This is an optimization exercise on Yosys and OpenROAD, whose aim is small area, not a production implementation. Function was checked by simulation only, so behaviour that the tests miss may differ from the original. Power is estimated from default activity; no workload was simulated.

== run A ==
==> flow/design.v <==
`default_nettype none
package bpred_pkg;
  typedef logic [32-1:0] pcT;
  typedef struct packed {
    logic call;
    logic ret;
    logic jump;
    logic branch;
  } iClassT;
  typedef struct packed {
    logic   valid;
    pcT     nextPc;
    iClassT iClass;
    logic   dirTaken;
  } predT;
  typedef struct packed {
    logic   valid;
    pcT     pc;
    iClassT iClass;
    logic   taken;
    pcT     target;
  } resolveT;
  typedef struct packed {
    logic bpWrong;
    logic dirWrong;
    logic classWrong;
  } reportT;
endpackage
`default_nettype wire
`timescale 1ns/100ps
`default_nettype none
module bp_rdmux #(
  parameter int N = 16,
  parameter int W = 1
) (
  input  logic [N-1:0]   sel,
  input  logic [N*W-1:0] data,
  output logic [W-1:0]   q
);
  logic [W-1:0] acc [N+1];
  assign acc[0] = '0;
  for (genvar i = 0; i < N; i++) begin : g_or
    assign acc[i+1] = acc[i] | (data[i*W +: W] & {W{sel[i]}});
  end
  assign q = acc[N];
endmodule
module bp_dec #(
  parameter int B = 4
) (
  input  logic [B-1:0]      idx,
  output logic [(1<<B)-1:0] sel
);
  for (genvar i = 0; i < (1 << B); i++) begin : g_sel
    assign sel[i] = (idx == B'(i));
  end
endmodule
module bp_dece #(
  parameter int B = 6
) (
  input  logic              en,
  input  logic [B-1:0]      idx,
  output logic [(1<<B)-1:0] sel
);
  for (genvar i = 0; i < (1 << B); i++) begin : g_sel
    assign sel[i] = en && (idx == B'(i));
  end
endmodule
module bp_inc4 (
  input  logic [31:0] a,
  output logic [31:0] y
);
  logic [31:0] c;
  logic [7:0]  bp;
  logic [8:0]  bc;
  assign bc[0] = 1'b1;
  for (genvar b = 0; b < 8; b++) begin : g_blk
    localparam int lo = 2 + 4*b;
    localparam int hi = (lo + 3 > 31) ? 31 : lo + 3;
    assign bp[b]   = &a[hi:lo];
    assign bc[b+1] = bc[b] & bp[b];
  end
  assign y[1:0] = a[1:0];
  assign c[1:0] = 2'b00;
  for (genvar k = 2; k < 32; k++) begin : g_bit
    if ((k - 2) % 4 == 0) begin : g_first
      assign c[k] = bc[(k-2)/4];
    end else begin : g_next
      assign c[k] = c[k-1] & a[k-1];
    end
    assign y[k] = a[k] ^ c[k];
  end
endmodule
module bp_ctr (
  input  logic       clk,
  input  logic       rstN,
  input  logic [5:0] ixF,
  output logic       dirF,
  input  logic       train,
  input  logic [5:0] ixE,
  input  logic       taken
);
  logic [127:0] ctrQ;
  logic [63:0]  selE;
  logic [1:0]   rdE, cntE, nxtE;
  assign dirF = ctrQ[{ixF, 1'b1}];
  bp_dece #(.B(6)) decE (.en(train), .idx(ixE), .sel(selE));
  bp_rdmux #(.N(64), .W(2)) rCtrE (.sel(selE), .data(ctrQ), .q(rdE));
  assign cntE = rdE ^ 2'b01;
  always_comb begin
    nxtE = cntE;
    if (taken && cntE != 2'b11)  nxtE = cntE + 2'b01;
    if (!taken && cntE != 2'b00) nxtE = cntE - 2'b01;
  end
  always_ff @(posedge clk or negedge rstN) begin
    if (!rstN) begin
      ctrQ <= '0;
    end else begin
      for (int i = 0; i < 64; i++) begin
        if (selE[i]) ctrQ[i*2 +: 2] <= nxtE ^ 2'b01;
      end
    end
  end
endmodule
module bp_btb (
  input  logic        clk,
  input  logic        rstN,
  input  logic [31:0] pcF,
  output logic        hitF,
  output logic [31:0] tgtF,
  output logic [1:0]  clsF,
  input  logic        train,
  input  logic [31:0] pcE,
  input  logic [3:0]  clsE,
  input  logic [31:0] tgtE
);
  logic [15:0]      vldQ;
  logic [16*26-1:0] tagQ;
  logic [16*32-1:0] tgtQ;
  logic [16*2-1:0]  clsQ;
  logic [15:0] selF, selE;
  logic [25:0] tagRdF, tagRdE;
  logic        vldRdF, vldRdE, hitE, isCtrlE;
  bp_dec #(.B(4)) decF (.idx(pcF[5:2]), .sel(selF));
  bp_dece #(.B(4)) decE (.en(train), .idx(pcE[5:2]), .sel(selE));
  bp_rdmux #(.N(16), .W(26)) rTagF (.sel(selF), .data(tagQ), .q(tagRdF));
  bp_rdmux #(.N(16), .W(32)) rTgtF (.sel(selF), .data(tgtQ), .q(tgtF));
  bp_rdmux #(.N(16), .W(2))  rClsF (.sel(selF), .data(clsQ), .q(clsF));
  bp_rdmux #(.N(16), .W(1))  rVldF (.sel(selF), .data(vldQ), .q(vldRdF));
  bp_rdmux #(.N(16), .W(26)) rTagE (.sel(selE), .data(tagQ), .q(tagRdE));
  bp_rdmux #(.N(16), .W(1))  rVldE (.sel(selE), .data(vldQ), .q(vldRdE));
  assign hitF    = vldRdF && (tagRdF == pcF[31:6]);
  assign hitE    = vldRdE && (tagRdE == pcE[31:6]);
  assign isCtrlE = |clsE;
  always_ff @(posedge clk or negedge rstN) begin
    if (!rstN) begin
      vldQ <= '0;
    end else begin
      for (int i = 0; i < 16; i++) begin
        if (selE[i] && isCtrlE)   vldQ[i] <= 1'b1;
        else if (selE[i] && hitE) vldQ[i] <= 1'b0;
      end
    end
  end
  always_ff @(posedge clk) begin
    for (int i = 0; i < 16; i++) begin
      if (isCtrlE && selE[i]) begin
        tagQ[i*26 +: 26] <= pcE[31:6];
        tgtQ[i*32 +: 32] <= tgtE;
        clsQ[i*2 +: 2]   <= {clsE[3] | clsE[2], clsE[1] | clsE[2]};
      end
    end
  end
endmodule
module bp_ras (
  input  logic        clk,
  input  logic        rstN,
  output logic [31:0] topF,
  input  logic        push,
  input  logic        pop,
  input  logic [31:0] link
);
  logic [4*32-1:0] rasQ;
  logic [3:0]      wrQ;
  logic [1:0]      ptrQ;
  logic [3:0]      selT, selW;
  logic [31:0]     rd;
  bp_dec #(.B(2)) decW (.idx(ptrQ), .sel(selW));
  bp_dec #(.B(2)) decT (.idx(ptrQ - 2'd1), .sel(selT));
  bp_rdmux #(.N(4), .W(32)) rTop (.sel(selT & wrQ), .data(rasQ), .q(topF));
  always_ff @(posedge clk or negedge rstN) begin
    if (!rstN) begin
      ptrQ <= '0;
      wrQ  <= '0;
    end else if (push) begin
      ptrQ <= ptrQ + 2'd1;
      wrQ  <= wrQ | selW;
    end else if (pop) begin
      ptrQ <= ptrQ - 2'd1;
    end
  end
  always_ff @(posedge clk) begin
    for (int i = 0; i < 4; i++) begin
      if (push && selW[i]) rasQ[i*32 +: 32] <= link;
    end
  end
endmodule
module bpred_top (
  input  logic        clk,
  input  logic        rstN,
  input  logic        stall,
  input  logic        flush,
  input  logic        fetchValid,
  input  logic [31:0] pcF,
  output logic        predValidF,
  output logic [31:0] predNextPcF,
  output logic [3:0]  predClassF,
  output logic        predDirTakenF,
  input  logic        resolveValidE,
  input  logic [31:0] resolvePcE,
  input  logic [3:0]  resolveClassE,
  input  logic        resolveTakenE,
  input  logic [31:0] resolveTargetE,
  output logic        bpWrongE,
  output logic [31:0] pcCorrectE,
  output logic [2:0]  reportM
);
  logic [2:0]  kindD, kindE;
  logic [31:0] npcD, npcE;
  logic [5:0]  ixD, ixE;
  logic        trainE;
  logic        hitF, dirF;
  logic [31:0] tgtF, rasTopF, linkE;
  logic [1:0]  clsF;
  logic [31:0] pcPlus4F;
  bp_inc4 incF (.a(pcF), .y(pcPlus4F));
  assign trainE = resolveValidE && !stall;
  bp_inc4 incE (.a(resolvePcE), .y(linkE));
  bp_ctr ctr (
    .clk, .rstN, .ixF(pcF[7:2]), .dirF,
    .train(trainE && resolveClassE[0]), .ixE, .taken(resolveTakenE)
  );
  bp_btb btb (
    .clk, .rstN, .pcF, .hitF, .tgtF, .clsF,
    .train(trainE), .pcE(resolvePcE), .clsE(resolveClassE), .tgtE(resolveTargetE)
  );
  bp_ras ras (
    .clk, .rstN, .topF(rasTopF),
    .push(trainE && resolveClassE[3]), .pop(trainE && resolveClassE[2]),
    .link(linkE)
  );
  logic isRetF, isJmpF, isCallF, isBrF;
  assign isRetF  = hitF &&  clsF[1] &&  clsF[0];
  assign isCallF = hitF &&  clsF[1] && !clsF[0];
  assign isJmpF  = hitF && !clsF[1] &&  clsF[0];
  assign isBrF   = hitF && !clsF[1] && !clsF[0];
  always_comb begin
    if (isRetF)
      predNextPcF = rasTopF;
    else if (isCallF || isJmpF || (isBrF && dirF))
      predNextPcF = tgtF;
    else
      predNextPcF = pcPlus4F;
  end
  assign predValidF    = fetchValid;
  assign predClassF    = {isCallF, isRetF, isJmpF, isBrF};
  assign predDirTakenF = dirF;
  logic [2:0] kindF;
  always_comb begin
    if (!fetchValid)  kindF = 3'd0;
    else if (isBrF)   kindF = {2'b11, dirF};
    else if (isJmpF)  kindF = 3'd2;
    else if (isRetF)  kindF = 3'd3;
    else if (isCallF) kindF = 3'd4;
    else              kindF = 3'd1;
  end
  always_ff @(posedge clk or negedge rstN) begin
    if (!rstN) begin
      kindD <= '0;
      ixD   <= '0;
      kindE <= '0;
      ixE   <= '0;
    end else if (flush) begin
      kindD <= '0;
      ixD   <= '0;
      kindE <= '0;
      ixE   <= '0;
    end else if (!stall) begin
      kindD <= kindF;
      ixD   <= pcF[7:2];
      kindE <= kindD;
      ixE   <= ixD;
    end
  end
  always_ff @(posedge clk) begin
    if (!stall) begin
      npcD <= predNextPcF;
      npcE <= npcD;
    end
  end
  logic checkE, pBrE, pJmpE, pRetE, pCallE, dirWrongE, classWrongE;
  assign pcCorrectE = resolveTakenE ? resolveTargetE : linkE;
  assign checkE = resolveValidE && (kindE != 3'd0);
  assign pBrE   = kindE[2] &&  kindE[1];
  assign pCallE = kindE[2] && !kindE[1];
  assign pJmpE  = kindE == 3'd2;
  assign pRetE  = kindE == 3'd3;
  assign bpWrongE    = checkE && (npcE != pcCorrectE);
  assign dirWrongE   = checkE && resolveClassE[0] && pBrE && (kindE[0] != resolveTakenE);
  assign classWrongE = checkE && ({pCallE, pRetE, pJmpE, pBrE} != resolveClassE);
  always_ff @(posedge clk or negedge rstN) begin
    if (!rstN) begin
      reportM <= '0;
    end else if (flush) begin
      reportM <= '0;
    end else if (!stall) begin
      reportM <= {bpWrongE, dirWrongE, classWrongE};
    end
  end
endmodule
`default_nettype wire
==> flow/config.mk <==
export PLATFORM = sky130hd
export DESIGN_NAME = bpred_top
export DESIGN_NICKNAME = bpred_top
export VERILOG_FILES = /design/flow/design.v
export SDC_FILE = /design/flow/constraint.sdc
export NUM_CORES = 4
export LEC_CHECK = 0
export CAP_MARGIN = 10
export CORE_MARGIN = 2
export CORE_UTILIZATION = 65
export CTS_BUF_LIST = sky130_fd_sc_hd__clkbuf_8
export CTS_CLUSTER_DIAMETER = 70
export CTS_CLUSTER_SIZE = 16
export SETUP_SLACK_MARGIN = 0.2
export SLEW_MARGIN = 10
export SYNTH_HIERARCHICAL = 1
export SYNTH_MINIMUM_KEEP_SIZE = 0
==> flow/constraint.sdc <==
create_clock -name core_clock -period 8.0 [get_ports {clk}]
set_input_delay 1.6000 -clock core_clock [delete_from_list [all_inputs] [get_ports {clk}]]
set_output_delay 1.6000 -clock core_clock [all_outputs]
set_load 0.01 [all_outputs]
standard.sh (not shown) runs the stock make flow with config.mk's settings and CLKGATE_MAP_FILE= SYNTH_SCRIPT=/design/flow/synth_recipe.tcl, a recipe that flattens the netlist after the stock synthesis.
==> flow/flow/run.sh <==
#!/bin/bash
# Standard ORFS layout with smaller port buffers and no CTS dummy loads.
set -euo pipefail
bash standard.sh \
  BUFFER_PORTS_ARGS="-buffer_cell sky130_fd_sc_hd__buf_1" \
  CTS_ARGS="-sink_clustering_enable -repair_clock_nets -dont_use_dummy_load -buf_list sky130_fd_sc_hd__clkbuf_8 -sink_clustering_size 16 -sink_clustering_max_diameter 70" \
  finish > standard_run.log 2>&1
Setup changes, run A to run B
-- flow/design.v --
<<< run A, line 55
  end
endmodule
module bp_dece #(
  parameter int B = 6
) (
  input  logic              en,
  input  logic [B-1:0]      idx,
  output logic [(1<<B)-1:0] sel
);
  for (genvar i = 0; i < (1 << B); i++) begin : g_sel
    assign sel[i] = en && (idx == B'(i));
  end
endmodule
module bp_inc4 (
  input  logic [31:0] a,
>>> run B, line 55
  end
endmodule
module bp_inc4 (
  input  logic [31:0] a,
<<< run A, line 104
  logic [1:0]   rdE, cntE, nxtE;
  assign dirF = ctrQ[{ixF, 1'b1}];
  bp_dece #(.B(6)) decE (.en(train), .idx(ixE), .sel(selE));
  bp_rdmux #(.N(64), .W(2)) rCtrE (.sel(selE), .data(ctrQ), .q(rdE));
  assign cntE = rdE ^ 2'b01;
>>> run B, line 93
  logic [1:0]   rdE, cntE, nxtE;
  assign dirF = ctrQ[{ixF, 1'b1}];
  bp_dec #(.B(6)) decE (.idx(ixE), .sel(selE));
  bp_rdmux #(.N(64), .W(2)) rCtrE (.sel(selE), .data(ctrQ), .q(rdE));
  assign cntE = rdE ^ 2'b01;
<<< run A, line 117
    end else begin
      for (int i = 0; i < 64; i++) begin
        if (selE[i]) ctrQ[i*2 +: 2] <= nxtE ^ 2'b01;
      end
    end
>>> run B, line 106
    end else begin
      for (int i = 0; i < 64; i++) begin
        if (train && selE[i]) ctrQ[i*2 +: 2] <= nxtE ^ 2'b01;
      end
    end
<<< run A, line 142
  logic        vldRdF, vldRdE, hitE, isCtrlE;
  bp_dec #(.B(4)) decF (.idx(pcF[5:2]), .sel(selF));
  bp_dece #(.B(4)) decE (.en(train), .idx(pcE[5:2]), .sel(selE));
  bp_rdmux #(.N(16), .W(26)) rTagF (.sel(selF), .data(tagQ), .q(tagRdF));
  bp_rdmux #(.N(16), .W(32)) rTgtF (.sel(selF), .data(tgtQ), .q(tgtF));
>>> run B, line 131
  logic        vldRdF, vldRdE, hitE, isCtrlE;
  bp_dec #(.B(4)) decF (.idx(pcF[5:2]), .sel(selF));
  bp_dec #(.B(4)) decE (.idx(pcE[5:2]), .sel(selE));
  bp_rdmux #(.N(16), .W(26)) rTagF (.sel(selF), .data(tagQ), .q(tagRdF));
  bp_rdmux #(.N(16), .W(32)) rTgtF (.sel(selF), .data(tgtQ), .q(tgtF));
<<< run A, line 155
    if (!rstN) begin
      vldQ <= '0;
    end else begin
      for (int i = 0; i < 16; i++) begin
        if (selE[i] && isCtrlE)   vldQ[i] <= 1'b1;
>>> run B, line 144
    if (!rstN) begin
      vldQ <= '0;
    end else if (train) begin
      for (int i = 0; i < 16; i++) begin
        if (selE[i] && isCtrlE)   vldQ[i] <= 1'b1;
<<< run A, line 164
  always_ff @(posedge clk) begin
    for (int i = 0; i < 16; i++) begin
      if (isCtrlE && selE[i]) begin
        tagQ[i*26 +: 26] <= pcE[31:6];
        tgtQ[i*32 +: 32] <= tgtE;
>>> run B, line 153
  always_ff @(posedge clk) begin
    for (int i = 0; i < 16; i++) begin
      if (train && isCtrlE && selE[i]) begin
        tagQ[i*26 +: 26] <= pcE[31:6];
        tgtQ[i*32 +: 32] <= tgtE;
### Flow results
- As of run B, final HPWL from detailed placement had risen slightly compared to run A.
- Run B vs run A: routed wire length up slightly
- Summary of run B over run A: part of the power in the clock network went down by 0.7 points; pin count of the biggest net entering global routing went up by 43; post-synth net total went up by 49; total of plain and repair buffers excluding clock buffers went down by 5; total power went up by about 2.7%.
- Run B vs run A: finished layout cell area up slightly

---

RTL: the design.v shown in full above, as it stands there.
clock: 8.0 ns
lec_check: 0
cap_margin: 10
core_margin: 2
core_utilization: 55
cts_buf_list: sky130_fd_sc_hd__clkbuf_8
cts_cluster_diameter: 70
cts_cluster_size: 16
setup_slack_margin: 0.2
slew_margin: 10
synth_hierarchical: 1
synth_minimum_keep_size: 0
Scripts as last shown in full above: flow/flow/run.sh
Edit:
--- a/flow/design.v
+++ b/flow/design.v
@@ -54,17 +54,6 @@
     assign sel[i] = (idx == B'(i));
   end
 endmodule
-module bp_dece #(
-  parameter int B = 6
-) (
-  input  logic              en,
-  input  logic [B-1:0]      idx,
-  output logic [(1<<B)-1:0] sel
-);
-  for (genvar i = 0; i < (1 << B); i++) begin : g_sel
-    assign sel[i] = en && (idx == B'(i));
-  end
-endmodule
 module bp_inc4 (
   input  logic [31:0] a,
   output logic [31:0] y
@@ -103,7 +92,7 @@
   logic [63:0]  selE;
   logic [1:0]   rdE, cntE, nxtE;
   assign dirF = ctrQ[{ixF, 1'b1}];
-  bp_dece #(.B(6)) decE (.en(train), .idx(ixE), .sel(selE));
+  bp_dec #(.B(6)) decE (.idx(ixE), .sel(selE));
   bp_rdmux #(.N(64), .W(2)) rCtrE (.sel(selE), .data(ctrQ), .q(rdE));
   assign cntE = rdE ^ 2'b01;
   always_comb begin
@@ -116,7 +105,7 @@
       ctrQ <= '0;
     end else begin
       for (int i = 0; i < 64; i++) begin
-        if (selE[i]) ctrQ[i*2 +: 2] <= nxtE ^ 2'b01;
+        if (train && selE[i]) ctrQ[i*2 +: 2] <= nxtE ^ 2'b01;
       end
     end
   end
@@ -141,7 +130,7 @@
   logic [25:0] tagRdF, tagRdE;
   logic        vldRdF, vldRdE, hitE, isCtrlE;
   bp_dec #(.B(4)) decF (.idx(pcF[5:2]), .sel(selF));
-  bp_dece #(.B(4)) decE (.en(train), .idx(pcE[5:2]), .sel(selE));
+  bp_dec #(.B(4)) decE (.idx(pcE[5:2]), .sel(selE));
   bp_rdmux #(.N(16), .W(26)) rTagF (.sel(selF), .data(tagQ), .q(tagRdF));
   bp_rdmux #(.N(16), .W(32)) rTgtF (.sel(selF), .data(tgtQ), .q(tgtF));
   bp_rdmux #(.N(16), .W(2))  rClsF (.sel(selF), .data(clsQ), .q(clsF));
@@ -154,7 +143,7 @@
   always_ff @(posedge clk or negedge rstN) begin
     if (!rstN) begin
       vldQ <= '0;
-    end else begin
+    end else if (train) begin
       for (int i = 0; i < 16; i++) begin
         if (selE[i] && isCtrlE)   vldQ[i] <= 1'b1;
         else if (selE[i] && hitE) vldQ[i] <= 1'b0;
@@ -163,7 +152,7 @@
   end
   always_ff @(posedge clk) begin
     for (int i = 0; i < 16; i++) begin
-      if (isCtrlE && selE[i]) begin
+      if (train && isCtrlE && selE[i]) begin
         tagQ[i*26 +: 26] <= pcE[31:6];
         tgtQ[i*32 +: 32] <= tgtE;
         clsQ[i*2 +: 2]   <= {clsE[3] | clsE[2], clsE[1] | clsE[2]};
What happened: The changed run completed without violations. Setup slack gets worse by 0.10 ns. Total power came out higher by 2.8%. Wire length came out lower by 0.89%. Core utilization came out lower by 0.61 points. Global-route usage came out lower by 0.52 points. Hold slack gets worse by 0.0092 ns. Critical path depth is unchanged. Non-clock buffer count came out lower by 12. Sequential power hardly moves. Sequential share of layout area came out lower by 0.28 points. Register-to-register slack gets better by 0.14 ns. Clock-buffer cell count is unchanged.

==> what the ideal ports hide <==
How much do the figures lean on ideal ports? The routed layouts below were timed once more, with nothing changed but the port constraints.
Step 1 (the two cells are an assumption about what drives the block):
set clk [get_ports {clk}]
set_driving_cell -lib_cell sky130_fd_sc_hd__clkbuf_16 $clk
set_driving_cell -lib_cell sky130_fd_sc_hd__buf_2 [delete_from_list [all_inputs] $clk]
Step 2 times the ports against the registers' clock, not the clock port: input delays grow and output delays shrink by t, the midpoint of the rising clock arrivals with the driver on.
Three values: no drivers, after step 1, after step 2; two values: the first two.
run | t (ns) | setup WS [ns] | worst data-port slew with drivers (ns)
run A | 0.843 | 0.283 / 0.253 / 0.253 | 0.15
run B | 0.822 | 0.280 / 0.218 / 0.218 | 0.14
the first run of note 2 | 0.831 | 0.381 / 0.235 / 0.235 | 0.17
the second run of note 2 | 0.847 | 0.281 / 0.253 / 0.253 | 0.12
After both steps setup and hold are still met in every run listed. The setup slack of the first run of note 2, which loses most, moves by -0.146 ns with the drivers and by -0.146 ns with both steps.
